Background: an optimization exercise with open tools, aiming at small area and a short achievable clock period. Do not read the settings as production practice.
No functional check of the RTL was part of any run shown here.
Power is estimated from default activity; no workload was simulated.

`design/flow/run.sh`:
```
#!/bin/bash
# synth_recipe.tcl (not shown) runs the flow's synth.tcl, then flattens the netlist and writes it again
# the make line also repeats each setting of config.mk as NAME=value (left out here)
make -C /OpenROAD-flow-scripts/flow DESIGN_CONFIG=/design/flow/config.mk WORK_HOME=/design/flow/orfs CLKGATE_MAP_FILE= SYNTH_SCRIPT=/design/flow/synth_recipe.tcl finish
```
`design/flow/config.mk`:
```
export PLATFORM = sky130hd
export DESIGN_NAME = scope_capture
export DESIGN_NICKNAME = scope_capture
export VERILOG_FILES = /design/flow/design.v
export SDC_FILE = /design/flow/constraint.sdc
export NUM_CORES = 4
export LEC_CHECK = 0
export CAP_MARGIN = 20
export CORE_MARGIN = 2
export CORE_UTILIZATION = 60
export SETUP_SLACK_MARGIN = 2.4
export SLEW_MARGIN = 20
export SYNTH_HIERARCHICAL = 1
export SYNTH_MINIMUM_KEEP_SIZE = 0
```
`design/flow/constraint.sdc`:
```
create_clock -name core_clock -period 5.0 [get_ports {clk}]
set_input_delay 1.0000 -clock core_clock [delete_from_list [all_inputs] [get_ports {clk}]]
set_output_delay 1.0000 -clock core_clock [all_outputs]
set_load 0.01 [all_outputs]
```
`design/flow/design.v`:
```
module scope_capture (
  input  logic        clk,
  input  logic        reset,
  input  logic [11:0] sin_in,
  input  logic [11:0] cos_in,
  input  logic [11:0] squ_in,
  input  logic [11:0] saw_in,
  input  logic [1:0]  sel,
  input  logic [11:0] trig_level,
  input  logic        trig_slope,
  input  logic [7:0]  decim,
  input  logic        arm,
  input  logic        abort,
  output logic        busy,
  output logic        done,
  input  logic [7:0]  rd_addr,
  output logic [11:0] rd_data
);
  logic        busy_q, done_q, capt_q;
  logic [1:0]  sel_q;
  logic [11:0] level_q;
  logic        slope_q;
  logic [7:0]  decim_q;
  logic [7:0]  rem_q;       
  logic        zero_q;      
  logic [7:0]  wptr_q;
  logic        rise_q;      
  logic        fall_q;      
  logic [11:0] chan [4];
  assign chan[0] = sin_in;
  assign chan[1] = cos_in;
  assign chan[2] = squ_in;
  assign chan[3] = saw_in;
  logic [3:0] ge, le;
  always_comb begin
    for (int c = 0; c < 4; c++) begin
      ge[c] = (chan[c] >= level_q);
      le[c] = (chan[c] <= level_q);
    end
  end
  logic [11:0] cur;
  logic        cur_ge, cur_le;
  assign cur    = chan[sel_q];
  assign cur_ge = ge[sel_q];
  assign cur_le = le[sel_q];
  logic strobe, hit, last, arm_ok;
  assign strobe = busy_q & zero_q;
  assign hit    = (rise_q & cur_ge) | (fall_q & cur_le);
  assign last   = &wptr_q;
  assign arm_ok = arm & ~abort & ~busy_q;
  always_ff @(posedge clk or negedge reset) begin
    if (!reset) begin
      busy_q <= 1'b0;
      done_q <= 1'b0;
      capt_q <= 1'b0;
    end else if (abort) begin
      busy_q <= 1'b0;
      done_q <= 1'b0;
      capt_q <= 1'b0;
    end else if (arm_ok) begin
      busy_q <= 1'b1;
      done_q <= 1'b0;
      capt_q <= 1'b0;
    end else if (strobe) begin
      if (!capt_q) begin
        if (hit) capt_q <= 1'b1;
      end else if (last) begin
        busy_q <= 1'b0;
        done_q <= 1'b1;
        capt_q <= 1'b0;
      end
    end
  end
  always_ff @(posedge clk) begin
    if (arm_ok) begin
      sel_q   <= sel;
      level_q <= trig_level;
      slope_q <= trig_slope;
      decim_q <= decim;
      rem_q   <= decim;
      zero_q  <= (decim == 8'd0);
      wptr_q  <= 8'd0;
      rise_q  <= 1'b0;
      fall_q  <= 1'b0;
    end else if (!abort && busy_q) begin
      if (zero_q) begin
        rem_q  <= decim_q;
        zero_q <= (decim_q == 8'd0);
        if (!capt_q) begin
          rise_q <= slope_q & ~cur_ge;
          fall_q <= ~slope_q & ~cur_le;
          if (hit) wptr_q <= 8'd1;
        end else if (!last) begin
          wptr_q <= wptr_q + 8'd1;
        end
      end else begin
        rem_q  <= rem_q - 8'd1;
        zero_q <= (rem_q == 8'd1);
      end
    end
  end
  logic        pend_q;
  logic [7:0]  paddr_q;
  logic [11:0] pdata_q;
  always_ff @(posedge clk) begin
    pend_q  <= ~abort & strobe & (capt_q | hit);
    paddr_q <= wptr_q;
    pdata_q <= cur;
  end
  logic [11:0]  mem_q [256];
  logic [255:0] we;
  always_comb begin
    for (int k = 0; k < 256; k++) we[k] = pend_q & (paddr_q == 8'(k));
  end
  always_ff @(posedge clk) begin
    for (int k = 0; k < 256; k++)
      if (we[k]) mem_q[k] <= pdata_q;
  end
  logic [15:0]  rsel_lo, rsel_hi;
  logic [255:0] rsel;
  always_comb begin
    for (int i = 0; i < 16; i++) begin
      rsel_lo[i] = (rd_addr[3:0] == 4'(i));
      rsel_hi[i] = (rd_addr[7:4] == 4'(i));
    end
    for (int k = 0; k < 256; k++) rsel[k] = rsel_hi[k / 16] & rsel_lo[k % 16] & ~we[k];
  end
  logic byp;
  assign byp = pend_q & (paddr_q == rd_addr);
  logic [11:0] grp_n [86];
  for (genvar g = 0; g < 86; g++) begin : g_rd
    localparam int K0 = 3 * g, K1 = 3 * g + 1, K2 = 3 * g + 2;
    for (genvar b = 0; b < 12; b++) begin : g_b
      if (K2 < 256) begin : g3
        scope_aoi222 u_aoi (
          .a1(rsel[K0]), .a2(mem_q[K0][b]),
          .b1(rsel[K1]), .b2(mem_q[K1][b]),
          .c1(rsel[K2]), .c2(mem_q[K2][b]),
          .y (grp_n[g][b])
        );
      end else begin : g1
        assign grp_n[g][b] = ~(rsel[K0] & mem_q[K0][b]);
      end
    end
  end
  logic [11:0] rd_d;
  always_comb begin
    rd_d = {12{byp}} & pdata_q;
    for (int g = 0; g < 86; g++) rd_d = rd_d | ~grp_n[g];
  end
  logic [11:0] rd_q;
  always_ff @(posedge clk or negedge reset) begin
    if (!reset) rd_q <= 12'd0;
    else        rd_q <= rd_d;
  end
  assign busy    = busy_q;
  assign done    = done_q;
  assign rd_data = rd_q;
endmodule
module scope_aoi222 (
  input  logic a1, a2, b1, b2, c1, c2,
  output logic y
);
  assign y = ~((a1 & a2) | (b1 & b2) | (c1 & c2));
endmodule
```
==> impl_metrics.env, run 1 <==
export IMPL_hold_viol_final=0
export IMPL_p_int_mw=43.0
export IMPL_r2r_cells=16
export IMPL_status="timing/DRC/antenna clean"
export IMPL_crit_arrival_ns=5.39
export IMPL_synth_flop_cell="edfxtp_1"
export IMPL_slew_viol_final=0
export IMPL_wirelength_um=341000
export IMPL_vias=70505
export IMPL_drive_above_1_share_pct=32.4
export IMPL_worst_r2r_endpoint="rd_q[5]$_DFF_PN0_"
export IMPL_num_rows=158
export IMPL_post_drt_wl_per_cell_um=34.1
export IMPL_gr_total_overflow=0
export IMPL_synth_xor_xnor_area_share_pct=0.109
export IMPL_synth_fa_ha_area_share_pct=0.569
export IMPL_placed_cells=9234
export IMPL_pin_count=97
export IMPL_min_path_type="register to register"
export IMPL_tightest_slew_ns=1.27
export IMPL_cts_buffers=322
export IMPL_final_cell_mix="edfxtp_1, buf_4, a222oi_1, clkbuf_16, nand4_1"
export IMPL_p_leak_nw=46.2
export IMPL_power_share_combinational_pct=3.3
export IMPL_grt_first_pass_wirelength_um=484000
export IMPL_die_width_um=436
export IMPL_die_area_mm2=0.190
export IMPL_hp_start="wptr_q[7]$_SDFFE_PP0P_"
export IMPL_htree_levels=5
export IMPL_rsz0062_at_grt="yes"
export IMPL_grt_max_degree=174
export IMPL_muxShareOfSynthArea_pct=0.259
export IMPL_via_per_inst=7.05
export IMPL_worst_ir_drop_vdd_mv=0.395
export IMPL_synth_warning_count=13
export IMPL_cts_root_buf="clkbuf_16"
export IMPL_cts_tree="done"
export IMPL_path_cells="buf_8, nor2_4, buf_6, nand3_4, buf_12, buf_16, nor2_4, nor3_4, buf_12, a222oi_1, nand4_1, nor4_4, buf_4, nand4_1, or4_1, a221o_1"
export IMPL_syn_nets=5692
export IMPL_hold_buffers=0
export IMPL_holdPathStages=0
export IMPL_ant_nets=0
export IMPL_drtPass1Iterations=12
export IMPL_synth_compound_area_share_pct=9.71
export IMPL_setup_viol=0
export IMPL_fin_nets=7414
export IMPL_ys_ff_latch=3150
export IMPL_cap_violations=0
export IMPL_p_switching_mw=11.0
export IMPL_synth_top_family_by_area="compound AO/OA/AOI/OAI gates"
export IMPL_fin_crit_sh_pct=91.2
export IMPL_hold_end="paddr_q[7]$_DFF_P_"
export IMPL_io_buffers=96
export IMPL_p_sw_share_pct=20.4
export IMPL_power_density_mw_per_mm2=378
export IMPL_clockBufferDepth=4
export IMPL_cts_sinks=3150
export IMPL_core_mm2=0.185
export IMPL_area_growth_pct=27.3
export IMPL_critPathKind="register to register"
export IMPL_die_h_um=436
export IMPL_p_clk_share_pct=42.0
export IMPL_syn_cell_area_mm2=0.112
export IMPL_synthSimpleGateAreaFrac_pct=4.90
export IMPL_reg2reg_from="paddr_q[1]$_DFF_P_"
export IMPL_synth_cell_types=50
export IMPL_globalRouteTotalUtil_pct=35.5
export IMPL_initial_core_util_pct=60.4
export IMPL_critPathLaunchType="register"
export IMPL_crit_path_max_fanout=7
export IMPL_cts_clk_slew_worst_paths_ns=0.06
export IMPL_syn_inst=5558
export IMPL_reg2reg_slack_ns=0.44
export IMPL_critical_path_max_stage_delay_ns=0.63
export IMPL_yosysSeqAreaShare_pct=84.0
export IMPL_drc=0
export IMPL_gp_congestion=0.913
export IMPL_final_core_util_pct=76.9
export IMPL_max_freq_mhz=219
export IMPL_finClkSkew_ns=0.0397
export IMPL_dp_hpwl_um=215000
export IMPL_grt_pass1_vias=67566
export IMPL_synthArstFlopShare_pct=0.476
export IMPL_slew_headroom_pct=15.3
export IMPL_synth_edf_count=3104
export IMPL_avgSynthCellArea_um2=20.2
export IMPL_required_ns=5.83
export IMPL_drt_iter0_drc=13829
export IMPL_tns_ns=0
export IMPL_power_frac_seq_pct=54.8
export IMPL_clk_latency_ns=0.95
export IMPL_crit_path_end_kind="register"
export IMPL_layout_commonest_cell="edfxtp_1"
export IMPL_period_minus_slack_ns=4.56
export IMPL_antenna_found_initial=14
export IMPL_slowest_stage="or4_1"
export IMPL_instances_no_fill=9999
-- synth_stat cells, types with 11 or more instances --
cell         n  area [µm²]
a21oi_1     40         200
a221o_1     12         120
a222oi_1  1020       10200
clkbuf_1    95         357
dfrtp_1     15         375
dfxtp_1     31         621
edfxtp_1  3104       93200
ha_1        51         638
inv_1       23        86.3
mux4_2      12         270
nand2_1     78         293
nand3_1     57         285
nand4_1    272        1700
nor2_1     295        1110
nor2b_1     18         113
nor3_1     262        1310
nor4_1      53         332
o21ai_0     24         120
or4_1       26         195
xnor2_1     11        96.3
-- worst max-delay path by stage --
stage / start / endpoint / cells after the start
final: paddr_q[1]$_DFF_P_ / rd_q[5]$_DFF_PN0_ / 16
after global routing: paddr_q[1]$_DFF_P_ / rd_q[3]$_DFF_PN0_ / 16
after CTS: paddr_q[2]$_DFF_P_ / rd_q[4]$_DFF_PN0_ / 15
after detailed placement: rd_addr[3] / rd_q[9]$_DFF_PN0_ / 13
after global placement: rd_addr[3] / rd_q[3]$_DFF_PN0_ / 16
after floorplan: rd_addr[2] / rd_q[10]$_DFF_PN0_ / 10
-- power by group through the flow --
stage	Sequential, mW	Combinational, mW	Clock, mW
after global routing	29.6	1.82	23.8
after detailed placement	30.1	1.65	0
final	29.6	1.75	22.7
after floorplan	30.3	0.343	0
after CTS	29.6	1.70	22.8
after global placement	30.1	1.60	0
-- sequential cells by signal, indices dropped and copies added, names as in the netlist --
| register | flops |
|---|---|
| sel_q | 2 |
| pend_q | 1 |
| done_q | 1 |
| rise_q | 1 |
| fall_q | 1 |
| paddr_q | 8 |
| pdata_q | 12 |
| wptr_q | 8 |
| rd_q | 12 |
| zero_q | 1 |
| capt_q | 1 |
| decim_q | 8 |
| slope_q | 1 |
| rem_q | 8 |
| mem_q | 3072 |
| busy_q | 1 |
| level_q | 12 |
-- per-stage QoR --
stage / hold slack, ns / power (mW) / setup slack [ns] / cell area, µm²
global route: 0.390 / 55.2 / 0.496 / 143000
global placement: 0.379 / 31.7 / -1.10 / 129000
finish: 0.385 / 54.0 / 0.441 / 143000
floorplan: 0.361 / 30.7 / 1.47 / 115000
detailed placement: 0.384 / 31.8 / -0.861 / 129000
CTS: 0.383 / 54.1 / 0.720 / 142000
-- layout make-up --
type                    instances  area (µm²)
repair buffers               1495       14100
clock inverters               143        1200
diodes                          9        22.5
clock buffers                 411        8560
flip-flops and latches       3150       94300
multi-input cells            2287       21300
fillers                     10584       42700
well taps                    2480        3100
inverters                      24        91.3
-- cells by family (layout without fill, tap and decap cells) --
kind of cell	count (synthesis)	count (layout)
AOI/OAI and AO/OA	1126	1126
xor gates and xnor gates	14	14
adders and majority gates	51	51
buffers and inverters	121	2073
DFF	3150	3150
muxes	14	14
other	0	9
and+or+nand+nor	1082	1082
-- per-layer routing --
metal / routed length, µm / track usage [%]
met5: 82 / 0
met4: 17000 / 15.6
met3: 40200 / 6.48
met2: 157000 / 53.9
met1: 126000 / 51.3
-- per-module statistics from Yosys, one instance, submodules excluded --
module,copies in the design,cells inside,flip-flops and latches
scope_aoi222,1020,1,0
scope_capture,1,4538,3150
-- critical path, delay by kind of cell (launching register included) --
kind	cells	cell delay [ns]
AND/OR/NAND/NOR	8	2.33
AO/OA/AOI/OAI	2	0.77
buffers and inverters	6	0.93
flip-flops	1	0.41
-- timing repair --
action	in CTS	in global routing
pin swaps	185	118
resized for setup	389	92
hold endpoints to repair	0	0
endpoints found under the setup margin	51	40
buffers inserted	149	50
gates cloned	2	1
==> run 2: changes to the inputs <==
--- a/design/flow/design.v
+++ b/design/flow/design.v
@@ -116,37 +116,49 @@
     for (int k = 0; k < 256; k++)
       if (we[k]) mem_q[k] <= pdata_q;
   end
-  logic [15:0]  rsel_lo, rsel_hi;
-  logic [255:0] rsel;
+  logic [15:0]  rsel_lo_n, rsel_hi_n;
   always_comb begin
     for (int i = 0; i < 16; i++) begin
-      rsel_lo[i] = (rd_addr[3:0] == 4'(i));
-      rsel_hi[i] = (rd_addr[7:4] == 4'(i));
+      rsel_lo_n[i] = ~(rd_addr[3:0] == 4'(i));
+      rsel_hi_n[i] = ~(rd_addr[7:4] == 4'(i));
     end
-    for (int k = 0; k < 256; k++) rsel[k] = rsel_hi[k / 16] & rsel_lo[k % 16] & ~we[k];
+  end
+  logic [255:0] rsel;
+  for (genvar k = 0; k < 256; k++) begin : g_sel
+    scope_nor3 u_sel (.a(rsel_hi_n[k / 16]), .b(rsel_lo_n[k % 16]), .c(we[k]), .y(rsel[k]));
   end
   logic byp;
   assign byp = pend_q & (paddr_q == rd_addr);
-  logic [11:0] grp_n [86];
-  for (genvar g = 0; g < 86; g++) begin : g_rd
-    localparam int K0 = 3 * g, K1 = 3 * g + 1, K2 = 3 * g + 2;
-    for (genvar b = 0; b < 12; b++) begin : g_b
-      if (K2 < 256) begin : g3
-        scope_aoi222 u_aoi (
-          .a1(rsel[K0]), .a2(mem_q[K0][b]),
-          .b1(rsel[K1]), .b2(mem_q[K1][b]),
-          .c1(rsel[K2]), .c2(mem_q[K2][b]),
-          .y (grp_n[g][b])
-        );
-      end else begin : g1
-        assign grp_n[g][b] = ~(rsel[K0] & mem_q[K0][b]);
-      end
+  logic [11:0] rd_d;
+  for (genvar b = 0; b < 12; b++) begin : g_rd
+    logic [85:0] y;
+    for (genvar g = 0; g < 85; g++) begin : g_leaf
+      scope_aoi222 u_aoi (
+        .a1(rsel[3*g]),   .a2(mem_q[3*g][b]),
+        .b1(rsel[3*g+1]), .b2(mem_q[3*g+1][b]),
+        .c1(rsel[3*g+2]), .c2(mem_q[3*g+2][b]),
+        .y (y[g])
+      );
     end
-  end
-  logic [11:0] rd_d;
-  always_comb begin
-    rd_d = {12{byp}} & pdata_q;
-    for (int g = 0; g < 86; g++) rd_d = rd_d | ~grp_n[g];
+    scope_aoi22 u_aoi_last (
+      .a1(rsel[255]), .a2(mem_q[255][b]),
+      .b1(byp),       .b2(pdata_q[b]),
+      .y (y[85])
+    );
+    logic [21:0] p1;
+    logic [5:0]  n2;
+    logic [1:0]  p3;
+    for (genvar i = 0; i < 21; i++) begin : g_l1
+      scope_nand4 u (.a(y[4*i]), .b(y[4*i+1]), .c(y[4*i+2]), .d(y[4*i+3]), .y(p1[i]));
+    end
+    scope_nand2 u_l1_last (.a(y[84]), .b(y[85]), .y(p1[21]));
+    for (genvar i = 0; i < 5; i++) begin : g_l2
+      scope_nor4 u (.a(p1[4*i]), .b(p1[4*i+1]), .c(p1[4*i+2]), .d(p1[4*i+3]), .y(n2[i]));
+    end
+    scope_nor2 u_l2_last (.a(p1[20]), .b(p1[21]), .y(n2[5]));
+    scope_nand3 u_l3_0 (.a(n2[0]), .b(n2[1]), .c(n2[2]), .y(p3[0]));
+    scope_nand3 u_l3_1 (.a(n2[3]), .b(n2[4]), .c(n2[5]), .y(p3[1]));
+    scope_or2   u_l4   (.a(p3[0]), .b(p3[1]), .y(rd_d[b]));
   end
   logic [11:0] rd_q;
   always_ff @(posedge clk or negedge reset) begin
@@ -157,9 +169,30 @@
   assign done    = done_q;
   assign rd_data = rd_q;
 endmodule
-module scope_aoi222 (
-  input  logic a1, a2, b1, b2, c1, c2,
-  output logic y
-);
+module scope_aoi222 (input logic a1, a2, b1, b2, c1, c2, output logic y);
   assign y = ~((a1 & a2) | (b1 & b2) | (c1 & c2));
 endmodule
+module scope_aoi22 (input logic a1, a2, b1, b2, output logic y);
+  assign y = ~((a1 & a2) | (b1 & b2));
+endmodule
+module scope_nor3 (input logic a, b, c, output logic y);
+  assign y = ~(a | b | c);
+endmodule
+module scope_nand4 (input logic a, b, c, d, output logic y);
+  assign y = ~(a & b & c & d);
+endmodule
+module scope_nand3 (input logic a, b, c, output logic y);
+  assign y = ~(a & b & c);
+endmodule
+module scope_nand2 (input logic a, b, output logic y);
+  assign y = ~(a & b);
+endmodule
+module scope_nor4 (input logic a, b, c, d, output logic y);
+  assign y = ~(a | b | c | d);
+endmodule
+module scope_nor2 (input logic a, b, output logic y);
+  assign y = ~(a | b);
+endmodule
+module scope_or2 (input logic a, b, output logic y);
+  assign y = a | b;
+endmodule
==> impl_metrics.env, run 2 <==
export IMPL_slew_viol_final=0
export IMPL_critPathLaunchType="register"
export IMPL_path_cells="buf_6, and3_4, nand3_4, buf_12, bufbuf_16, nor2_1, nor3_2, a222oi_1, nand4_1, nor4_4, buf_4, nand3_1, buf_4, or2_1"
export IMPL_initial_core_util_pct=60.5
export IMPL_gr_total_overflow=0
export IMPL_critical_path_max_stage_delay_ns=0.55
export IMPL_drc=0
export IMPL_syn_nets=5669
export IMPL_vias=67919
export IMPL_nFillCells=11386
export IMPL_largest_register="mem_q"
export IMPL_slowest_stage="a222oi_1"
export IMPL_max_freq_mhz=260
export IMPL_cts_buffers=321
export IMPL_final_cell_mix="edfxtp_1, a222oi_1, buf_4, clkbuf_16, nand4_1"
export IMPL_cts_tree="done"
export IMPL_cts_root_buf="clkbuf_16"
export IMPL_drive_above_1_share_pct=24.7
export IMPL_wirelength_um=343000
export IMPL_min_path_type="primary input to async pin"
export IMPL_ys_ff_latch=3150
export IMPL_die_area_mm2=0.193
export IMPL_hold_viol_final=0
export IMPL_globalRouteTotalUtil_pct=35.2
export IMPL_yosys_area_top_type_share_pct=82.0
export IMPL_via_per_inst=7.29
export IMPL_grt_max_degree=164
export IMPL_fin_area_mm2=0.136
export IMPL_cap_violations=0
export IMPL_num_rows=159
export IMPL_largest_reg_flops=3072
export IMPL_power_density_mw_per_mm2=397
export IMPL_crit_path_max_fanout=12
export IMPL_synth_cell_types=54
export IMPL_dpl_instance_area_mm2=0.122
export IMPL_instances_no_fill=9315
export IMPL_cts_sinks=3150
export IMPL_pin_count=97
export IMPL_dp_hpwl_um=209000
export IMPL_multi_input_area_mm2=0.0213
export IMPL_synth_warning_count=11
export IMPL_rsz0062_at_grt="yes"
export IMPL_gp_congestion=0.908
export IMPL_fin_ws_ns=1.15
export IMPL_syn_inst=5535
export IMPL_io_buffers=96
export IMPL_p_leak_nw=42.8
export IMPL_dpl_worst_slack_ns=-0.326
export IMPL_setup_viol=0
export IMPL_finClkSkew_ns=0.0644
export IMPL_yosysTopAreaCell="edfxtp_1"
export IMPL_crit_start="pend_q$_DFF_P_"
export IMPL_cts_clk_slew_worst_paths_ns=0.06
export IMPL_yosysSeqAreaShare_pct=82.9
export IMPL_yosysMostFrequentCell="edfxtp_1"
export IMPL_fin_nets=6716
export IMPL_drt_iter0_drc=14117
export IMPL_fin_crit_sh_pct=76.9
export IMPL_syn_cell_area_mm2=0.114
export IMPL_reg2reg_from="pend_q$_DFF_P_"
export IMPL_antenna_found_initial=11
export IMPL_core_mm2=0.188
export IMPL_period_minus_slack_ns=3.85
export IMPL_placed_cells=8589
export IMPL_clk_latency_ns=0.95
export IMPL_crit_path_end_kind="register"
export IMPL_synth_flop_cell="edfxtp_1"
export IMPL_die_width_um=439
export IMPL_drtPass1Iterations=10
export IMPL_crit_arrival_ns=4.66
export IMPL_post_drt_wl_per_cell_um=36.9
export IMPL_critPathKind="register to register"
export IMPL_synthArstFlopShare_pct=0.476
export IMPL_synthTopCellsByCount="edfxtp_1, a222oi_1, nor2_1, nand4_1, nor3_2"
export IMPL_clockBufferDepth=4
export IMPL_avgSynthCellArea_um2=20.5
export IMPL_slew_headroom_pct=24.0
export IMPL_required_ns=5.82
export IMPL_worst_ir_drop_vdd_mv=0.317
export IMPL_status="timing/DRC/antenna clean"
export IMPL_die_h_um=439
export IMPL_holdWs_ns=0.179
export IMPL_crit_top_cell="buf_4"
export IMPL_grt_first_pass_wirelength_um=476000
export IMPL_ys_top_cells_by_area="edfxtp_1, a222oi_1, nor3_2"
export IMPL_grt_pass1_vias=63642
export IMPL_layout_commonest_cell="edfxtp_1"
export IMPL_area_growth_pct=19.6
export IMPL_htree_levels=5
export IMPL_synth_edf_count=3104
export IMPL_seqCellArea_mm2=0.0943
export IMPL_ant_nets=0
export IMPL_p_total_mw=54.0
export IMPL_tightest_slew_ns=1.14
-- run 2: cell types whose count changed after synthesis, moves of 9 or more --
cell      change
nor3_2      +256
nor3_1      -254
nor4_2       +60
nor4_1       -45
clkbuf_1     -38
or4_1        -26
nand2_1      +14
a221o_1      -12
a22oi_2      +12
or2_1        +12
xnor2_1       -9
-- run 2: where the power goes --
part / internal (mW) / switching, mW
Combinational: 0.416 / 1.29
Sequential: 29.4 / 0.267
Clock: 13.1 / 9.55
-- run 2: cells by family after synthesis --
family                     share of synthesized area [%]
xor gates and xnor gates                          0.0925
DFF                                                 82.9
buffers and inverters                              0.265
and+or+nand+nor                                     6.33
adders and majority gates                          0.561
muxes                                              0.255
AOI/OAI and AO/OA                                   9.63
-- run 2: final timing paths --
check | endpoint | slack [ns] | cells past startpoint
worst min register to register | paddr_q[7]$_DFF_P_ | 0.37 | 0
worst max-delay path | rd_q[5]$_DFF_PN0_ | 1.15 | 14
worst max register to register | rd_q[5]$_DFF_PN0_ | 1.15 | 14
max in group asynchronous | rd_q[6]$_DFF_PN0_ | 4.22 | 1
min in group core_clock | paddr_q[7]$_DFF_P_ | 0.37 | 0
worst min-delay path | busy_q$_DFFE_PN0P_ | 0.18 | 1
-- run 2: repair_timing --
action | 4_1_cts | 5_1_grt
pin swaps | 224 | 131
cloned | 3 | 3
endpoints found under the setup margin | 893 | 45
resized for setup | 461 | 125
hold buffers | 0 | 0
setup buffers | 103 | 56
-- run 2: critical path: cells and delay by family, from the launching register on --
| family | cells | cell delay, ns |
|---|---|---|
| AND/OR/NAND/NOR | 8 | 1.79 |
| buffers and inverters | 5 | 0.97 |
| AO/OA/AOI/OAI | 1 | 0.55 |
| flip-flops | 1 | 0.39 |
-- run 2: layer usage --
layer	GRT usage (%)	part of all wire [%]	vias up	wire, µm
met5	0	0.0023	-	8
met3	7.05	12	704	41200
li1	-	-	27544	-
met2	53.0	47	4777	160000
met1	50.7	37	34892	126000
met4	15.2	4.5	2	15500
-- run 2: metrics by stage --
step | TNS, ns | util [%]
after floorplan | 0 | -
after global placement | -1.67 | 65.0
after CTS | 0 | 71.7
after global routing | 0 | 72.3
final | 0 | 72.3
after detailed placement | -1.60 | 65.0
-- run 2: cell type report --
class	count	share of cell area, %
Multi-Input combinational cell	2306	15.7
Sequential cell	3150	69.4
Inverter	22	0.0635
Clock inverter	150	0.894
Antenna cell	10	0.0184
Clock buffer	401	6.28
Tap cell	2495	2.30
Timing Repair Buffer	780	5.38
Timing Repair inverter	1	0.00368
-- run 2: per-module statistics from Yosys (local to each module, per instance), excerpt --
module	cells inside	flip-flops and latches	cell area, µm²
scope_aoi22	1	0	12.5
scope_aoi222	1	0	10.0
scope_nand2	1	0	3.75
scope_nand4	1	0	6.26
scope_nor2	1	0	3.75
scope_nor4	1	0	12.5
scope_or2	1	0	6.26
==> run 3: changes to the inputs <==
--- a/design/flow/design.v
+++ b/design/flow/design.v
@@ -125,10 +125,11 @@
   end
   logic [255:0] rsel;
   for (genvar k = 0; k < 256; k++) begin : g_sel
-    scope_nor3 u_sel (.a(rsel_hi_n[k / 16]), .b(rsel_lo_n[k % 16]), .c(we[k]), .y(rsel[k]));
+    scope_nor2 u_sel (.a(rsel_hi_n[k / 16]), .b(rsel_lo_n[k % 16]), .y(rsel[k]));
   end
-  logic byp;
-  assign byp = pend_q & (paddr_q == rd_addr);
+  logic byp, byp_n;
+  assign byp   = pend_q & (paddr_q == rd_addr);
+  assign byp_n = ~byp;
   logic [11:0] rd_d;
   for (genvar b = 0; b < 12; b++) begin : g_rd
     logic [85:0] y;
@@ -140,25 +141,24 @@
         .y (y[g])
       );
     end
-    scope_aoi22 u_aoi_last (
-      .a1(rsel[255]), .a2(mem_q[255][b]),
-      .b1(byp),       .b2(pdata_q[b]),
-      .y (y[85])
-    );
+    scope_nand2 u_leaf_last (.a(rsel[255]), .b(mem_q[255][b]), .y(y[85]));
     logic [21:0] p1;
-    logic [5:0]  n2;
-    logic [1:0]  p3;
+    logic [10:0] n2;
+    logic [2:0]  p3;
+    logic        z4, fwd_n;
     for (genvar i = 0; i < 21; i++) begin : g_l1
       scope_nand4 u (.a(y[4*i]), .b(y[4*i+1]), .c(y[4*i+2]), .d(y[4*i+3]), .y(p1[i]));
     end
     scope_nand2 u_l1_last (.a(y[84]), .b(y[85]), .y(p1[21]));
-    for (genvar i = 0; i < 5; i++) begin : g_l2
-      scope_nor4 u (.a(p1[4*i]), .b(p1[4*i+1]), .c(p1[4*i+2]), .d(p1[4*i+3]), .y(n2[i]));
+    for (genvar i = 0; i < 11; i++) begin : g_l2
+      scope_nor2 u (.a(p1[2*i]), .b(p1[2*i+1]), .y(n2[i]));
     end
-    scope_nor2 u_l2_last (.a(p1[20]), .b(p1[21]), .y(n2[5]));
-    scope_nand3 u_l3_0 (.a(n2[0]), .b(n2[1]), .c(n2[2]), .y(p3[0]));
-    scope_nand3 u_l3_1 (.a(n2[3]), .b(n2[4]), .c(n2[5]), .y(p3[1]));
-    scope_or2   u_l4   (.a(p3[0]), .b(p3[1]), .y(rd_d[b]));
+    scope_nand4 u_l3_0 (.a(n2[0]), .b(n2[1]), .c(n2[2]),  .d(n2[3]), .y(p3[0]));
+    scope_nand4 u_l3_1 (.a(n2[4]), .b(n2[5]), .c(n2[6]),  .d(n2[7]), .y(p3[1]));
+    scope_nand3 u_l3_2 (.a(n2[8]), .b(n2[9]), .c(n2[10]), .y(p3[2]));
+    scope_nand2 u_fwd   (.a(byp), .b(pdata_q[b]), .y(fwd_n));
+    scope_o31ai u_l4    (.a(p3[0]), .b(p3[1]), .c(p3[2]), .d(byp_n), .y(z4));
+    scope_nand2 u_l5    (.a(z4), .b(fwd_n), .y(rd_d[b]));
   end
   logic [11:0] rd_q;
   always_ff @(posedge clk or negedge reset) begin
@@ -172,12 +172,6 @@
 module scope_aoi222 (input logic a1, a2, b1, b2, c1, c2, output logic y);
   assign y = ~((a1 & a2) | (b1 & b2) | (c1 & c2));
 endmodule
-module scope_aoi22 (input logic a1, a2, b1, b2, output logic y);
-  assign y = ~((a1 & a2) | (b1 & b2));
-endmodule
-module scope_nor3 (input logic a, b, c, output logic y);
-  assign y = ~(a | b | c);
-endmodule
 module scope_nand4 (input logic a, b, c, d, output logic y);
   assign y = ~(a & b & c & d);
 endmodule
@@ -187,12 +181,9 @@
 module scope_nand2 (input logic a, b, output logic y);
   assign y = ~(a & b);
 endmodule
-module scope_nor4 (input logic a, b, c, d, output logic y);
-  assign y = ~(a | b | c | d);
-endmodule
 module scope_nor2 (input logic a, b, output logic y);
   assign y = ~(a | b);
 endmodule
-module scope_or2 (input logic a, b, output logic y);
-  assign y = a | b;
+module scope_o31ai (input logic a, b, c, d, output logic y);
+  assign y = ~((a | b | c) & d);
 endmodule
==> impl_metrics.env, run 3 <==
export IMPL_dpl_instance_area_mm2=0.120
export IMPL_critical_path_top_delay_family="simple AND/OR/NAND/NOR gates"
export IMPL_fin_nets=6722
export IMPL_ys_ff_latch=3150
export IMPL_synth_cell_types=52
export IMPL_rsz0062_at_grt="yes"
export IMPL_yosysSeqAreaShare_pct=84.2
export IMPL_reg2reg_slack_ns=2.28
export IMPL_critPathLaunchType="primary input"
export IMPL_yosys_area_top_type_share_pct=83.3
export IMPL_cts_tree="done"
export IMPL_cts_clk_slew_worst_paths_ns=0.06
export IMPL_multi_input_area_mm2=0.0194
export IMPL_tightest_slew_ns=1.22
export IMPL_core_mm2=0.185
export IMPL_crit_top_cell="nor2_4"
export IMPL_crit_start="rd_addr[2]"
export IMPL_synth_warning_count=11
export IMPL_dp_hpwl_um=204000
export IMPL_critPathKind="primary input to register"
export IMPL_num_rows=158
export IMPL_crit_buf_inv=5
export IMPL_seqCellArea_mm2=0.0943
export IMPL_layout_commonest_cell="edfxtp_1"
export IMPL_area_growth_pct=19.1
export IMPL_fin_ws_ns=1.88
export IMPL_synthArstFlopShare_pct=0.476
export IMPL_ys_top_cells_by_area="edfxtp_1, a222oi_1, nor2_1"
export IMPL_fin_crit_sh_pct=62.4
export IMPL_crit_path_max_fanout=7
export IMPL_slew_viol_final=0
export IMPL_gr_total_overflow=0
export IMPL_cts_buffers=324
export IMPL_io_buffers=96
export IMPL_synth_flop_cell="edfxtp_1"
export IMPL_setup_viol=0
export IMPL_fin_area_mm2=0.133
export IMPL_path_cells="buf_12, buf_8, nor2_4, nand2_4, buf_12, nor2_4, buf_6, buf_4, a222oi_1, nand4_1, nor2_4, nand4_1, o31ai_2, nand2_1"
export IMPL_drive_above_1_share_pct=22.4
export IMPL_cts_root_buf="clkbuf_16"
export IMPL_crit_path_end_kind="register"
export IMPL_power_density_mw_per_mm2=408
export IMPL_status="timing/DRC/antenna clean"
export IMPL_drt_iter0_drc=13720
export IMPL_hp_start="wptr_q[6]$_SDFFE_PP0P_"
export IMPL_cap_violations=0
export IMPL_htree_levels=5
export IMPL_yosysMostFrequentCell="edfxtp_1"
export IMPL_via_per_inst=7.20
export IMPL_clk_latency_ns=0.96
export IMPL_synthTopCellsByCount="edfxtp_1, a222oi_1, nor2_1, nand4_1, nand2_1"
export IMPL_die_width_um=436
export IMPL_tns_ns=0
export IMPL_post_drt_wl_per_cell_um=36.0
export IMPL_final_cell_mix="edfxtp_1, a222oi_1, buf_4, nor2_1, clkbuf_16"
export IMPL_globalRouteTotalUtil_pct=34.7
export IMPL_synth_edf_count=3104
export IMPL_min_path_type="register to register"
export IMPL_gp_congestion=0.913
export IMPL_wirelength_um=334000
export IMPL_syn_inst=5633
export IMPL_crit_arrival_ns=3.95
export IMPL_worst_ir_drop_vdd_mv=0.484
export IMPL_nFillCells=11616
export IMPL_required_ns=5.83
export IMPL_grt_first_pass_wirelength_um=466000
export IMPL_largest_register="mem_q"
export IMPL_pin_count=97
export IMPL_drtPass1Iterations=16
export IMPL_syn_nets=5767
export IMPL_dpl_worst_slack_ns=-0.369
export IMPL_finClkSkew_ns=0.0405
export IMPL_clockBufferDepth=4
export IMPL_initial_core_util_pct=60.4
export IMPL_avgSynthCellArea_um2=19.9
export IMPL_ant_nets=0
export IMPL_slowest_stage="a222oi_1"
export IMPL_antenna_found_initial=5
export IMPL_die_area_mm2=0.190
export IMPL_die_h_um=436
export IMPL_reg2reg_from="paddr_q[5]$_DFF_P_"
export IMPL_period_minus_slack_ns=3.12
export IMPL_cts_sinks=3150
export IMPL_drc=0
export IMPL_largest_reg_flops=3072
export IMPL_syn_cell_area_mm2=0.112
export IMPL_yosysTopAreaCell="edfxtp_1"
export IMPL_grt_pass1_vias=62985
export IMPL_hold_viol_final=0
export IMPL_p_leak_nw=42.1
export IMPL_grt_max_degree=176
export IMPL_critical_path_max_stage_delay_ns=0.61
export IMPL_vias=66888
export IMPL_slew_headroom_pct=18.7
export IMPL_max_freq_mhz=320
-- run 3: final cells by class --
type / instances / area share, %
diodes: 4 / 0.00751
inverters: 23 / 0.0676
clock inverters: 148 / 1.05
multi-input cells: 2402 / 14.6
clock buffers: 398 / 6.44
well taps: 2480 / 2.33
flip-flops and latches: 3150 / 70.7
repair buffers: 687 / 4.84
-- run 3: cells by family (layout without fill, tap and decap cells) --
| logic type | count (synthesis) | in the layout | share of synthesized area, % |
|---|---|---|---|
| adder cells (fa/ha/maj) | 51 | 51 | 0.570 |
| AO/OA/AOI/OAI | 1122 | 1122 | 9.78 |
| flip-flops | 3150 | 3150 | 84.2 |
| XOR/XNOR | 12 | 12 | 0.0939 |
| multiplexers | 14 | 14 | 0.259 |
| AND/OR/NAND/NOR | 1203 | 1203 | 4.87 |
| buffers and inverters | 81 | 1256 | 0.273 |
| other | 0 | 4 | 0 |
-- run 3: path summary, 6_finish.rpt --
kind	cells past startpoint	end
max	14	rd_q[4]$_DFF_PN0_
min	0	paddr_q[6]$_DFF_P_
max reg2reg	6	rd_q[11]$_DFF_PN0_
min reg2reg	0	paddr_q[6]$_DFF_P_
max in group asynchronous	2	rd_q[9]$_DFF_PN0_
min in group asynchronous	2	capt_q$_DFFE_PN0P_
-- run 3: layer usage --
metal / track usage (%) / vias to the layer above / part of all wire [%]
met5: 0 / - / 0
met4: 13.4 / 0 / 4.3
met3: 6.84 / 669 / 12
met2: 53.1 / 4775 / 47
met1: 50.0 / 34186 / 37
li1: - / 27258 / -
-- run 3: Yosys stat by module, one instance, submodules excluded --
module / cells inside / area, µm² / flops+latches
scope_aoi222: 1 / 10.0 / 0
scope_nand4: 1 / 6.26 / 0
scope_capture: 3877 / 98200 / 3150
scope_nor2: 1 / 3.75 / 0
scope_nand3: 1 / 5.00 / 0
scope_o31ai: 1 / 12.5 / 0
scope_nand2: 1 / 3.75 / 0
-- run 3: metrics by stage --
step                      hold slack (ns)  util (%)  power (mW)  std cells
after floorplan                     0.361         -        30.7       5633
after global placement              0.374      64.6        31.7       8600
after detailed placement            0.376      64.6        31.7       8603
after CTS                           0.392      71.2        54.5       9220
after global routing                0.402      71.9        55.7       9289
final                               0.385      71.9        54.4       9292
-- run 3: power breakdown --
group,internal (mW),switching (mW),leakage [nW]
sequential,29.4,0.245,28.3
clock,13.6,9.57,4.89
combinational,0.434,1.24,8.87
-- run 3: timing repair --
| item | in CTS | in global routing |
|---|---|---|
| setup buffers | 69 | 68 |
| hold buffers | 0 | 0 |
| pin swaps | 137 | 133 |
| setup endpoints to repair | 2495 | 107 |
| resized for setup | 519 | 197 |
| cloned | 2 | 0 |
-- run 3: worst reg2reg max path: cells and delay by family (launching register included) --
kind	cells	cell delay, ns
xor gates and xnor gates	1	0.12
buffers and inverters	1	0.60
DFF	1	0.63
and+or+nand+nor	4	1.25
==> run 4: changes to the inputs <==
--- a/design/flow/config.mk
+++ b/design/flow/config.mk
@@ -8,6 +8,8 @@
 export CAP_MARGIN = 20
 export CORE_MARGIN = 2
 export CORE_UTILIZATION = 60
+export CTS_CLUSTER_DIAMETER = 60
+export CTS_CLUSTER_SIZE = 25
 export SETUP_SLACK_MARGIN = 2.4
 export SLEW_MARGIN = 20
 export SYNTH_HIERARCHICAL = 1
==> impl_metrics.env, run 4 <==
export IMPL_status="timing/DRC/antenna clean"
export IMPL_largest_register="mem_q"
export IMPL_yosysMostFrequentCell="edfxtp_1"
export IMPL_holdPathStages=0
export IMPL_globalRouteTotalUtil_pct=34.2
export IMPL_p_total_mw=47.6
export IMPL_ys_ff_latch=3150
export IMPL_required_ns=5.75
export IMPL_num_rows=158
export IMPL_fin_area_mm2=0.130
export IMPL_synth_cell_types=52
export IMPL_path_cells="buf_8, buf_8, nor2b_4, nand2_2, buf_12, nor2_1, buf_4, a222oi_1, nand4_1, nor2_4, nand4_1, o31ai_2, nand2_1"
export IMPL_ant_nets=0
export IMPL_synth_edf_count=3104
export IMPL_ys_top_cells_by_area="edfxtp_1, a222oi_1, nor2_1"
export IMPL_synthTopCellsByCount="edfxtp_1, a222oi_1, nor2_1, nand4_1, nand2_1"
export IMPL_setup_viol=0
export IMPL_syn_inst=5633
export IMPL_synth_flop_cell="edfxtp_1"
export IMPL_fin_ws_ns=1.77
export IMPL_cap_violations=0
export IMPL_pin_count=97
export IMPL_grt_max_degree=176
export IMPL_vias=66192
export IMPL_syn_nets=5767
export IMPL_dpl_worst_slack_ns=-0.369
export IMPL_r2r_cells=7
export IMPL_cts_root_buf="clkbuf_16"
export IMPL_via_per_inst=7.25
export IMPL_area_growth_pct=16.5
export IMPL_drt_iter0_drc=14104
export IMPL_drc=0
export IMPL_critPathKind="primary input to register"
export IMPL_cts_buffers=178
export IMPL_fin_crit_sh_pct=64.6
export IMPL_slew_viol_final=0
export IMPL_crit_path_max_fanout=7
export IMPL_avgSynthCellArea_um2=19.9
export IMPL_dp_hpwl_um=204000
export IMPL_gr_total_overflow=0
export IMPL_io_buffers=96
export IMPL_grt_pass1_vias=61717
export IMPL_synthArstFlopShare_pct=0.476
export IMPL_slowest_stage="nand4_1"
export IMPL_die_h_um=436
export IMPL_yosysSeqAreaShare_pct=84.2
export IMPL_cts_clk_slew_worst_paths_ns=0.08
export IMPL_worst_ir_drop_vdd_mv=0.415
export IMPL_instances_no_fill=9128
export IMPL_rsz0062_at_grt="yes"
export IMPL_gp_congestion=0.913
export IMPL_period_minus_slack_ns=3.23
export IMPL_yosysTopAreaCell="edfxtp_1"
export IMPL_die_width_um=436
export IMPL_clk_latency_ns=0.87
export IMPL_power_density_mw_per_mm2=365
export IMPL_die_area_mm2=0.190
export IMPL_drtPass1Iterations=10
export IMPL_clockBufferDepth=3
export IMPL_max_freq_mhz=309
export IMPL_yosys_area_top_type_share_pct=83.3
export IMPL_finClkSkew_ns=0.0334
export IMPL_synth_warning_count=11
export IMPL_hold_viol_final=0
export IMPL_initial_core_util_pct=60.4
export IMPL_post_drt_wl_per_cell_um=36.4
export IMPL_final_cell_mix="edfxtp_1, a222oi_1, buf_4, nor2_1, nand4_1"
export IMPL_holdWs_ns=0.380
export IMPL_htree_levels=4
export IMPL_largest_reg_flops=3072
export IMPL_min_path_type="register to register"
export IMPL_tightest_slew_ns=1.14
export IMPL_critical_path_max_stage_delay_ns=0.49
export IMPL_grt_first_pass_wirelength_um=460000
export IMPL_placed_cells=8603
export IMPL_crit_arrival_ns=3.98
export IMPL_cts_sinks=3150
export IMPL_dpl_instance_area_mm2=0.120
export IMPL_critPathLaunchType="primary input"
export IMPL_antenna_found_initial=7
export IMPL_fin_nets=6641
export IMPL_p_leak_nw=40.7
export IMPL_core_mm2=0.185
export IMPL_hold_buffers=0
export IMPL_syn_cell_area_mm2=0.112
export IMPL_drive_above_1_share_pct=22.5
export IMPL_slew_headroom_pct=23.9
export IMPL_cts_tree="done"
export IMPL_layout_commonest_cell="edfxtp_1"
export IMPL_wirelength_um=333000
export IMPL_nFillCells=11895
export IMPL_crit_path_end_kind="register"
## run 4: final cells by class
type	instances	area, µm²	share of cell area (%)
multi-input cells	2402	19800	15.2
diodes	5	12.5	0.00959
clock buffers	204	4720	3.62
repair inverters	1	5.00	0.00384
repair buffers	751	7170	5.50
well taps	2480	3100	2.38
flip-flops and latches	3150	94300	72.3
clock inverters	112	1240	0.951
inverters	23	90.1	0.0691
## run 4: critical path: cells and delay by family
| kind | cells | cell delay (ns) |
|---|---|---|
| simple gates | 7 | 1.61 |
| buf+inv | 4 | 0.55 |
| compound gates | 2 | 0.79 |
## run 4: Yosys stat by module (local to each module, per instance), a selection
module         cells inside  cell area [µm²]
scope_o31ai               1             12.5
scope_aoi222              1             10.0
scope_nand4               1             6.26
scope_capture          3877            98200
scope_nor2                1             3.75
scope_nand2               1             3.75
## run 4: layer usage
metal  part of all wire, %  wire [µm]  vias to the layer above  track usage [%]
li1                      -          -                    27019                -
met2                    46     154000                     4670             52.2
met5                0.0081         27                        -                0
met3                    12      40300                      654             7.43
met4                   4.5      15000                        4             13.3
met1                    37     123000                    33845             49.0
## run 4: worst paths after layout
kind	start	to	slack (ns)
max in group asynchronous	reset	rd_q[2]$_DFF_PN0_	4.12
worst max-delay path	rd_addr[0]	rd_q[6]$_DFF_PN0_	1.77
worst min register to register	wptr_q[6]$_SDFFE_PP0P_	paddr_q[6]$_DFF_P_	0.38
worst max register to register	mem_q[53][6]$_DFFE_PP_	rd_q[6]$_DFF_PN0_	2.23
min in group asynchronous	reset	capt_q$_DFFE_PN0P_	0.54
worst min-delay path	wptr_q[6]$_SDFFE_PP0P_	paddr_q[6]$_DFF_P_	0.38
## run 4: cells by family (layout without fill, tap and decap cells)
logic type,count (synthesis),after routing,share of synthesized area (%)
adders and majority gates,51,51,0.570
AOI/OAI and AO/OA,1122,1122,9.78
and+or+nand+nor,1203,1203,4.87
DFF,3150,3150,84.2
xor gates and xnor gates,12,12,0.0939
other,0,5,0
buffers and inverters,81,1091,0.273
muxes,14,14,0.259
## run 4: where the power goes
| group | internal (mW) | switching (mW) | total (mW) | leakage (nW) |
|---|---|---|---|---|
| combinational | 0.442 | 1.27 | 1.72 | 9.50 |
| sequential | 29.3 | 0.242 | 29.6 | 28.3 |
| clock | 7.47 | 8.88 | 16.3 | 2.89 |
| total | 37.3 | 10.4 | 47.6 | 40.7 |
## run 4: what timing repair did
item,in CTS,in global routing
setup buffers,85,110
pin swaps,190,207
cloned,3,6
gates resized for setup,594,245
setup endpoints to repair,2502,548
hold endpoints to repair,0,0
## run 4: per-stage QoR
| stage | util [%] | TNS, ns |
|---|---|---|
| floorplan | - | 0 |
| global placement | 64.6 | -3.16 |
| detailed placement | 64.6 | -3.22 |
| CTS | 69.3 | 0 |
| global route | 70.3 | 0 |
| finish | 70.3 | 0 |
==> run 5: changes to the inputs <==
--- a/design/flow/config.mk
+++ b/design/flow/config.mk
@@ -10,7 +10,8 @@
 export CORE_UTILIZATION = 60
 export CTS_CLUSTER_DIAMETER = 60
 export CTS_CLUSTER_SIZE = 25
-export SETUP_SLACK_MARGIN = 2.4
+export SETUP_SLACK_MARGIN = 2.6
 export SLEW_MARGIN = 20
 export SYNTH_HIERARCHICAL = 1
 export SYNTH_MINIMUM_KEEP_SIZE = 0
+export TNS_END_PERCENT = 5
==> impl_metrics.env, run 5 <==
export IMPL_status="timing/DRC/antenna clean"
export IMPL_clk_latency_ns=0.89
export IMPL_holdWs_ns=0.404
export IMPL_synth_cell_types=52
export IMPL_setup_viol=0
export IMPL_cts_root_buf="clkbuf_16"
export IMPL_layout_commonest_cell="edfxtp_1"
export IMPL_grt_use_met2_pct=52.3
export IMPL_die_area_mm2=0.190
export IMPL_grt_pass1_vias=61554
export IMPL_finClkSkew_ns=0.0417
export IMPL_drt_iter0_drc=14117
export IMPL_ys_top_cells_by_area="edfxtp_1, a222oi_1, nor2_1"
export IMPL_crit_arrival_ns=3.90
export IMPL_grt_use_met1_pct=48.7
export IMPL_cts_clk_slew_worst_paths_ns=0.09
export IMPL_yosys_area_top_type_share_pct=83.3
export IMPL_tightest_slew_ns=1.16
export IMPL_gr_usage_met3_pct=7.00
export IMPL_antenna_found_initial=10
export IMPL_power_density_mw_per_mm2=367
export IMPL_synth_edf_count=3104
export IMPL_p_leak_nw=41.0
export IMPL_cts_tree="done"
export IMPL_max_freq_mhz=317
export IMPL_largest_reg_flops=3072
export IMPL_syn_cell_area_mm2=0.112
export IMPL_required_ns=5.74
export IMPL_die_width_um=436
export IMPL_min_path_type="register to register"
export IMPL_worst_ir_drop_vdd_mv=0.540
export IMPL_synth_warning_count=11
export IMPL_synth_flop_cell="edfxtp_1"
export IMPL_slew_viol_final=0
export IMPL_drtPass1Iterations=8
export IMPL_cap_violations=0
export IMPL_nFillCells=11756
export IMPL_vias=66019
export IMPL_htree_levels=4
export IMPL_crit_path_end_kind="register"
export IMPL_seqCellArea_mm2=0.0943
export IMPL_yosysTopAreaCell="edfxtp_1"
export IMPL_ant_nets=0
export IMPL_cts_sinks=3150
export IMPL_drive_above_1_share_pct=22.3
export IMPL_tns_ns=0
export IMPL_cts_buffers=180
export IMPL_gp_congestion=0.903
export IMPL_globalRouteTotalUtil_pct=34.1
export IMPL_hold_viol_final=0
export IMPL_dp_hpwl_um=200000
export IMPL_multi_input_area_mm2=0.0198
export IMPL_initial_core_util_pct=60.4
export IMPL_critPathLaunchType="primary input"
export IMPL_largest_register="mem_q"
export IMPL_ys_ff_latch=3150
export IMPL_post_drt_wl_per_cell_um=36.3
export IMPL_wirelength_um=331000
export IMPL_slew_headroom_pct=22.9
export IMPL_critPathKind="primary input to register"
export IMPL_final_cell_mix="edfxtp_1, a222oi_1, buf_4, nor2_1, nand4_1"
export IMPL_clockBufferDepth=3
export IMPL_fin_crit_sh_pct=63.1
export IMPL_yosysSeqAreaShare_pct=84.2
export IMPL_num_rows=158
export IMPL_synthArstFlopShare_pct=0.476
export IMPL_pin_count=97
export IMPL_area_growth_pct=16.9
export IMPL_yosysMostFrequentCell="edfxtp_1"
export IMPL_crit_path_max_fanout=8
export IMPL_grt_max_degree=168
export IMPL_synthTopCellsByCount="edfxtp_1, a222oi_1, nor2_1, nand4_1, nand2_1"
export IMPL_syn_nets=5767
export IMPL_core_mm2=0.185
export IMPL_rsz0062_at_grt="yes"
export IMPL_grt_most_used_layer="met2"
export IMPL_fin_nets=6641
export IMPL_syn_inst=5633
export IMPL_die_h_um=436
export IMPL_period_minus_slack_ns=3.15
export IMPL_via_per_inst=7.23
export IMPL_drc=0
export IMPL_grt_first_pass_wirelength_um=458000
export IMPL_avgSynthCellArea_um2=19.9
export IMPL_gr_total_overflow=0
export IMPL_io_buffers=96
## run 5: changes by cell type in the layout (fill, tap and decap cells not counted), moves of 9 or more
cell,previous run,this run
nor2_1,329,342
clkdlybuf4s50_1,53,41
nand3_1,19,29
clkbuf_1,17,8
dlygate4sd2_1,1,10
nand3_4,19,10
buf_2,15,2
dlymetal6s2s_1,22,34
## run 5: metal layers
metal	share of wire (%)	up-vias
met5	0.0039	-
met2	47	4470
met1	37	33870
met3	12	597
li1	-	27080
met4	4.5	2
## run 5: metrics by stage
step	cell area (µm²)	worst slack [ns]	instances	utilization [%]	total power [mW]
after global routing	131000	1.92	9127	70.6	49.2
final	131000	1.85	9131	70.6	48.0
after detailed placement	120000	-0.0867	8591	64.5	31.7
after global placement	120000	-0.106	8591	64.5	31.7
after floorplan	112000	1.99	5633	-	30.6
after CTS	129000	2.03	9048	69.7	48.1
## run 5: final timing paths
kind                                        start                  to  slack [ns]  depth (start not counted)
max                                    rd_addr[1]  rd_q[10]$_DFF_PN0_        1.85                         13
min                        wptr_q[6]$_SDFFE_PP0P_  paddr_q[6]$_DFF_P_        0.40                          0
max reg2reg                    paddr_q[3]$_DFF_P_   rd_q[9]$_DFF_PN0_        2.20                          7
min reg2reg                wptr_q[6]$_SDFFE_PP0P_  paddr_q[6]$_DFF_P_        0.40                          0
max in group asynchronous                   reset  busy_q$_DFFE_PN0P_        4.18                          2
min in group asynchronous                   reset  done_q$_DFFE_PN0P_        0.52                          2
## run 5: critical path: stages
cell and delay (ns):
buf_8 0.11, nor2b_4 0.15, buf_4 0.14, nand2_4 0.10, buf_12 0.21, nor2_4 0.10, buf_4 0.17, a222oi_1 0.39
nand4_1 0.40, nor2_4 0.35, nand4_1 0.33, o31ai_2 0.34, nand2_1 0.08
## run 5: kinds of logic after synthesis
family | Yosys count | synth area share (%)
muxes | 14 | 0.259
buffers and inverters | 81 | 0.273
adders and majority gates | 51 | 0.570
AOI/OAI and AO/OA | 1122 | 9.78
and+or+nand+nor | 1203 | 4.87
DFF | 3150 | 84.2
xor gates and xnor gates | 12 | 0.0939
## run 5: report_power, final
part           switching (mW)  internal (mW)
sequential              0.224           29.3
clock                    9.02           7.63
combinational            1.33          0.486
## run 5: what timing repair did
item,in CTS,in global routing
hold buffers,0,0
gates cloned,14,4
pin swaps,270,191
buffers inserted,122,73
setup endpoints to repair,2921,2518
hold endpoints to repair,0,0
resized for setup,624,208
## run 5: Yosys stat by module (local to each module, per instance)
module / cells inside / area, µm² / times used
scope_aoi222: 1 / 10.0 / 1020
scope_nand3: 1 / 5.00 / 12
scope_o31ai: 1 / 12.5 / 12
scope_nand2: 1 / 3.75 / 48
scope_capture: 3877 / 98200 / 1
scope_nand4: 1 / 6.26 / 276
scope_nor2: 1 / 3.75 / 388
## run 5: area by class of cell
class / instances / area share [%]
diodes: 5 / 0.00956
clock buffers: 193 / 3.55
clock inverters: 128 / 1.17
inverters: 23 / 0.0736
multi-input cells: 2408 / 15.1
flip-flops and latches: 3150 / 72.0
well taps: 2480 / 2.37
repair buffers: 744 / 5.68
==> run 6: changes to the inputs <==
--- a/design/flow/config.mk
+++ b/design/flow/config.mk
@@ -7,9 +7,10 @@
 export LEC_CHECK = 0
 export CAP_MARGIN = 20
 export CORE_MARGIN = 2
-export CORE_UTILIZATION = 60
+export CORE_UTILIZATION = 72
 export CTS_CLUSTER_DIAMETER = 60
 export CTS_CLUSTER_SIZE = 25
+export PLACE_DENSITY = 0.8
 export SETUP_SLACK_MARGIN = 2.6
 export SLEW_MARGIN = 20
 export SYNTH_HIERARCHICAL = 1
==> impl_metrics.env, run 6 <==
export IMPL_antenna_found_initial=8
export IMPL_avgSynthCellArea_um2=19.9
export IMPL_dp_hpwl_um=191000
export IMPL_tightest_slew_ns=1.21
export IMPL_cts_buffers=161
export IMPL_grt_max_degree=174
export IMPL_area_growth_pct=14.6
export IMPL_yosys_area_top_type_share_pct=83.3
export IMPL_die_h_um=398
export IMPL_largest_register="mem_q"
export IMPL_r2r_cells=4
export IMPL_min_path_type="register to register"
export IMPL_status="timing/DRC/antenna clean"
export IMPL_dpl_worst_slack_ns=-0.428
export IMPL_via_per_inst=8.24
export IMPL_hold_viol_final=0
export IMPL_finClkSkew_ns=0.0382
export IMPL_grt_use_met1_pct=55.5
export IMPL_gp_congestion=0.929
export IMPL_synth_compound_area_share_pct=9.78
export IMPL_max_freq_mhz=289
export IMPL_cts_clk_slew_worst_paths_ns=0.09
export IMPL_synth_fa_ha_area_share_pct=0.570
export IMPL_syn_cell_area_mm2=0.112
export IMPL_die_area_mm2=0.159
export IMPL_synth_cell_types=52
export IMPL_drt_iter0_drc=18669
export IMPL_largest_reg_flops=3072
export IMPL_cts_sinks=3150
export IMPL_gr_usage_met3_pct=12.6
export IMPL_cts_tree="done"
export IMPL_p_leak_nw=39.5
export IMPL_syn_nets=5767
export IMPL_power_density_mw_per_mm2=362
export IMPL_grt_use_met2_pct=63.3
export IMPL_wirelength_um=337000
export IMPL_holdPathStages=0
export IMPL_slew_headroom_pct=19.6
export IMPL_drc=0
export IMPL_muxShareOfSynthArea_pct=0.259
export IMPL_critPathLaunchType="register"
export IMPL_grt_pass1_vias=65669
export IMPL_ys_ff_latch=3150
export IMPL_critPathKind="register to register"
export IMPL_drive_above_1_share_pct=19.8
export IMPL_hp_start="wptr_q[6]$_SDFFE_PP0P_"
export IMPL_synth_xor_xnor_area_share_pct=0.0939
export IMPL_yosysMostFrequentCell="edfxtp_1"
export IMPL_crit_path_max_fanout=12
export IMPL_instances_no_fill=8526
export IMPL_die_width_um=398
export IMPL_initial_core_util_pct=72.6
export IMPL_globalRouteTotalUtil_pct=41.9
export IMPL_slew_viol_final=0
export IMPL_synth_flop_cell="edfxtp_1"
export IMPL_vias=70237
export IMPL_clockBufferDepth=3
export IMPL_layout_commonest_cell="edfxtp_1"
export IMPL_core_mm2=0.154
export IMPL_syn_inst=5633
export IMPL_drtPass1Iterations=15
export IMPL_synthTopCellsByCount="edfxtp_1, a222oi_1, nor2_1, nand4_1, nand2_1"
export IMPL_ys_top_cells_by_area="edfxtp_1, a222oi_1, nor2_1"
export IMPL_yosysSeqAreaShare_pct=84.2
export IMPL_worst_ir_drop_vdd_mv=0.382
export IMPL_yosysTopAreaCell="edfxtp_1"
export IMPL_clk_latency_ns=0.84
export IMPL_pin_count=97
export IMPL_synthSimpleGateAreaFrac_pct=4.87
export IMPL_synthArstFlopShare_pct=0.476
export IMPL_io_buffers=96
export IMPL_synth_warning_count=11
export IMPL_final_cell_mix="edfxtp_1, a222oi_1, buf_4, nor2_1, nand4_1"
export IMPL_setup_viol=0
export IMPL_cts_root_buf="clkbuf_16"
export IMPL_grt_most_used_layer="met2"
export IMPL_crit_path_end_kind="register"
export IMPL_num_rows=144
export IMPL_ant_nets=0
export IMPL_rsz0062_at_grt="yes"
export IMPL_fin_crit_sh_pct=69.3
export IMPL_gr_total_overflow=0
export IMPL_reg2reg_from="paddr_q[5]$_DFF_P_"
export IMPL_crit_start="paddr_q[5]$_DFF_P_"
export IMPL_grt_first_pass_wirelength_um=468000
export IMPL_synth_top_family_by_area="compound AO/OA/AOI/OAI gates"
export IMPL_holdWs_ns=0.385
export IMPL_crit_arrival_ns=3.92
export IMPL_placed_cells=8018
export IMPL_cap_violations=0
export IMPL_fin_ws_ns=1.54
export IMPL_post_drt_wl_per_cell_um=39.5
export IMPL_fin_nets=6511
export IMPL_required_ns=5.45
export IMPL_period_minus_slack_ns=3.46
export IMPL_synth_edf_count=3104
export IMPL_htree_levels=4
==> run 6: metal layers <==
metal | wire length, µm | up-vias
met3 | 58500 | 1472
met1 | 101000 | 33914
met4 | 25600 | 4
li1 | - | 26685
met2 | 152000 | 8162
met5 | 18 | -
==> run 6: layout make-up <==
class / instances / area (µm²)
flip-flops and latches: 3150 / 94300
fillers: 6588 / 26000
multi-input cells: 2405 / 19600
repair buffers: 636 / 6590
clock buffers: 195 / 4370
well taps: 2044 / 2560
clock inverters: 64 / 749
inverters: 23 / 90.1
diodes: 9 / 22.5
==> run 6: logic make-up after synthesis <==
| kind of cell | after synthesis |
|---|---|
| compound gates | 1122 |
| xor+xnor | 12 |
| fa+ha+maj | 51 |
| buf+inv | 81 |
| flops | 3150 |
| mux | 14 |
| simple gates | 1203 |
==> run 6: critical path, cell delays in order, from the launching register on <==
cell     delay, ns
dfxtp_1       0.54
nor2b_1       0.89
and3_1        0.42
nand2_1       0.26
nor2_1        0.95
==> run 6: where the power goes <==
part | internal (mW) | total (mW) | switching, mW
registers | 29.3 | 29.6 | 0.210
clock network | 6.73 | 15.1 | 8.37
logic | 0.445 | 1.76 | 1.31
total | 36.5 | 46.4 | 9.89
==> run 6: path summary, 6_finish.rpt <==
check	slack, ns	endpoint
hold / removal	0.39	paddr_q[6]$_DFF_P_
setup / recovery	1.54	mem_q[18][10]$_DFFE_PP_
hold reg to reg	0.39	paddr_q[6]$_DFF_P_
setup reg to reg	1.54	mem_q[18][10]$_DFFE_PP_
max in group asynchronous	4.14	rd_q[4]$_DFF_PN0_
min in group asynchronous	0.55	capt_q$_DFFE_PN0P_
==> run 6: metrics by stage <==
| step | cell area, µm² | util [%] | total power, mW | TNS, ns |
|---|---|---|---|---|
| global placement | 118000 | 76.4 | 31.5 | -2.22 |
| detailed placement | 118000 | 76.5 | 31.6 | -3.35 |
| CTS | 127000 | 82.6 | 46.0 | 0 |
| finish | 128000 | 83.2 | 46.4 | 0 |
| floorplan | 112000 | - | 30.6 | 0 |
| global route | 128000 | 83.1 | 47.1 | 0 |
==> run 6: per-module statistics from Yosys, one instance, submodules excluded <==
module	area, µm²	copies in the design
scope_nor2	3.75	388
scope_nand4	6.26	276
scope_capture	98200	1
scope_o31ai	12.5	12
scope_nand3	5.00	12
scope_aoi222	10.0	1020
scope_nand2	3.75	48
==> run 6: what timing repair did <==
item                                     CTS  global route
gates cloned                              15             0
buffers inserted                         184            40
endpoints found under the setup margin  3031          2914
gates resized for setup                  692            89
hold buffers                               0             0
pin swaps                                302            63
==> run 7: changes to the inputs <==
==> design/flow/flow/run.sh (new file) <==
#!/bin/bash
# The standard layout, with the resizer free to change a cell's footprint
# when it sizes gates (the platform default only swaps same-size cells).
set -euo pipefail
bash standard.sh MATCH_CELL_FOOTPRINT=0 finish > standard_flow.log 2>&1
==> design/flow/standard.sh (new file) <==
#!/bin/bash
# synth_recipe.tcl (not shown) runs the flow's synth.tcl, then flattens the netlist and writes it again
# the make line also repeats each setting of config.mk as NAME=value (left out here)
make -C /OpenROAD-flow-scripts/flow DESIGN_CONFIG=/design/flow/config.mk WORK_HOME=/design/flow/orfs CLKGATE_MAP_FILE= SYNTH_SCRIPT=/design/flow/synth_recipe.tcl "${@:-finish}"
--- a/design/flow/config.mk
+++ b/design/flow/config.mk
@@ -7,10 +7,9 @@
 export LEC_CHECK = 0
 export CAP_MARGIN = 20
 export CORE_MARGIN = 2
-export CORE_UTILIZATION = 72
+export CORE_UTILIZATION = 60
 export CTS_CLUSTER_DIAMETER = 60
 export CTS_CLUSTER_SIZE = 25
-export PLACE_DENSITY = 0.8
 export SETUP_SLACK_MARGIN = 2.6
 export SLEW_MARGIN = 20
 export SYNTH_HIERARCHICAL = 1
removed: design/flow/run.sh
==> impl_metrics.env, run 7 <==
export IMPL_syn_nets=5767
export IMPL_cts_sinks=3150
export IMPL_largest_reg_flops=3072
export IMPL_fin_crit_sh_pct=62.1
export IMPL_critical_path_max_stage_delay_ns=0.47
export IMPL_yosysMostFrequentCell="edfxtp_1"
export IMPL_final_cell_mix="edfxtp_1, a222oi_1, buf_4, nor2_1, nand4_1"
export IMPL_p_int_mw=37.5
export IMPL_dpl_worst_slack_ns=-0.0867
export IMPL_syn_cell_area_mm2=0.112
export IMPL_largest_register="mem_q"
export IMPL_p_switching_mw=10.6
export IMPL_hold_viol_final=0
export IMPL_p_leak_nw=40.9
export IMPL_cts_tree="done"
export IMPL_crit_buf_inv=4
export IMPL_hold_buffers=0
export IMPL_crit_arrival_ns=3.86
export IMPL_p_clk_share_pct=34.7
export IMPL_crit_path_max_fanout=12
export IMPL_ys_top_cells_by_area="edfxtp_1, a222oi_1, nor2_1"
export IMPL_synthArstFlopShare_pct=0.476
export IMPL_cts_root_buf="clkbuf_16"
export IMPL_area_growth_pct=16.6
export IMPL_wirelength_um=331000
export IMPL_rsz0062_at_grt="yes"
export IMPL_die_area_mm2=0.190
export IMPL_nFillCells=11809
export IMPL_required_ns=5.75
export IMPL_power_frac_seq_pct=61.6
export IMPL_fin_ws_ns=1.89
export IMPL_antenna_found_initial=12
export IMPL_synth_edf_count=3104
export IMPL_critPathLaunchType="primary input"
export IMPL_drive_above_1_share_pct=22.1
export IMPL_grt_pass1_vias=61534
export IMPL_ys_ff_latch=3150
export IMPL_synth_cell_types=52
export IMPL_via_per_inst=7.23
export IMPL_drt_iter0_drc=14482
export IMPL_fin_nets=6632
export IMPL_p_sw_share_pct=22.0
export IMPL_synth_flop_cell="edfxtp_1"
export IMPL_globalRouteTotalUtil_pct=34.1
export IMPL_die_width_um=436
export IMPL_yosysTopAreaCell="edfxtp_1"
export IMPL_gp_congestion=0.903
export IMPL_synth_warning_count=11
export IMPL_crit_top_cell="nand4_1"
export IMPL_die_h_um=436
export IMPL_num_rows=158
export IMPL_grt_max_degree=168
export IMPL_yosys_area_top_type_share_pct=83.3
export IMPL_multi_input_area_mm2=0.0197
export IMPL_power_density_mw_per_mm2=368
export IMPL_drtPass1Iterations=13
export IMPL_htree_levels=4
export IMPL_yosysSeqAreaShare_pct=84.2
export IMPL_vias=65949
export IMPL_p_total_mw=48.0
export IMPL_initial_core_util_pct=60.4
export IMPL_dp_hpwl_um=200000
export IMPL_slew_viol_final=0
export IMPL_pin_count=97
export IMPL_ant_nets=0
export IMPL_slowest_stage="a222oi_1"
export IMPL_io_buffers=96
export IMPL_syn_inst=5633
export IMPL_status="timing/DRC/antenna clean"
export IMPL_clockBufferDepth=3
export IMPL_cts_clk_slew_worst_paths_ns=0.09
-- run 7: area by class of cell --
class	instances	share of cell area [%]
Antenna cell	5	0.00958
Multi-Input combinational cell	2404	15.1
Tap cell	2480	2.38
Sequential cell	3150	72.2
Clock inverter	128	1.17
Clock buffer	193	3.56
Inverter	23	0.0738
Timing Repair Buffer	739	5.55
-- run 7: cells by family (layout without fill, tap and decap cells) --
family                     after synthesis  after routing  share of synthesized area [%]
DFF                                   3150           3150                           84.2
other                                    0              5                              0
adders and majority gates               51             51                          0.570
muxes                                   14             14                          0.259
and+or+nand+nor                       1203           1205                           4.87
xor gates and xnor gates                12             12                         0.0939
buffers and inverters                   81           1083                          0.273
AOI/OAI and AO/OA                     1122           1122                           9.78
-- run 7: worst paths after layout --
check                                        from                      end  slack [ns]
hold reg to reg            wptr_q[6]$_SDFFE_PP0P_       paddr_q[6]$_DFF_P_        0.40
max in group asynchronous                   reset       busy_q$_DFFE_PN0P_        4.18
setup / recovery                       rd_addr[3]        rd_q[0]$_DFF_PN0_        1.89
setup reg to reg               paddr_q[7]$_DFF_P_  mem_q[183][5]$_DFFE_PP_        2.28
hold / removal             wptr_q[6]$_SDFFE_PP0P_       paddr_q[6]$_DFF_P_        0.40
min in group asynchronous                   reset        rd_q[7]$_DFF_PN0_        0.52
-- run 7: Yosys stat by module (local to each module, per instance) --
module	copies in the design	cell area [µm²]	cells	flip-flops and latches
scope_nand4	276	6.26	1	0
scope_capture	1	98200	3877	3150
scope_o31ai	12	12.5	1	0
scope_nand3	12	5.00	1	0
scope_aoi222	1020	10.0	1	0
scope_nor2	388	3.75	1	0
scope_nand2	48	3.75	1	0
-- run 7: metal layers --
metal,global-route usage (%),part of all wire (%)
met1,48.8,37
met2,52.7,47
met3,6.77,11
met4,13.0,4.3
met5,0,0.0082
-- run 7: power groups by stage --
| stage | sequential (mW) | clock (mW) | combinational, mW |
|---|---|---|---|
| finish | 29.6 | 16.7 | 1.80 |
| global route | 29.6 | 17.7 | 1.85 |
| CTS | 29.6 | 16.8 | 1.69 |
| detailed placement | 30.2 | 0 | 1.55 |
| global placement | 30.2 | 0 | 1.52 |
| floorplan | 30.3 | 0 | 0.308 |
-- run 7: timing repair --
item / CTS / global route
pin swaps: 231 / 187
endpoints found under the setup margin: 2921 / 2527
resized for setup: 544 / 237
setup buffers: 128 / 64
gates cloned: 11 / 2
hold endpoints to repair: 0 / 0
-- run 7: per-stage QoR --
step	hold WS, ns	std cells	instance area (µm²)	setup TNS, ns	util [%]
final	0.402	9122	131000	0	70.4
after global routing	0.406	9118	131000	0	70.4
after CTS	0.392	9051	129000	0	69.6
after detailed placement	0.389	8591	120000	-0.406	64.5
after global placement	0.380	8591	120000	-0.418	64.5
after floorplan	0.361	5633	112000	0	-

Setup slack of run 7, layout unchanged: 1.893 ns with ideal ports, 1.898 ns with driving cells assumed (clock clkbuf_16, inputs buf_2), 0.940 ns with port delays also shifted by the 0.958 ns mid clock arrival.
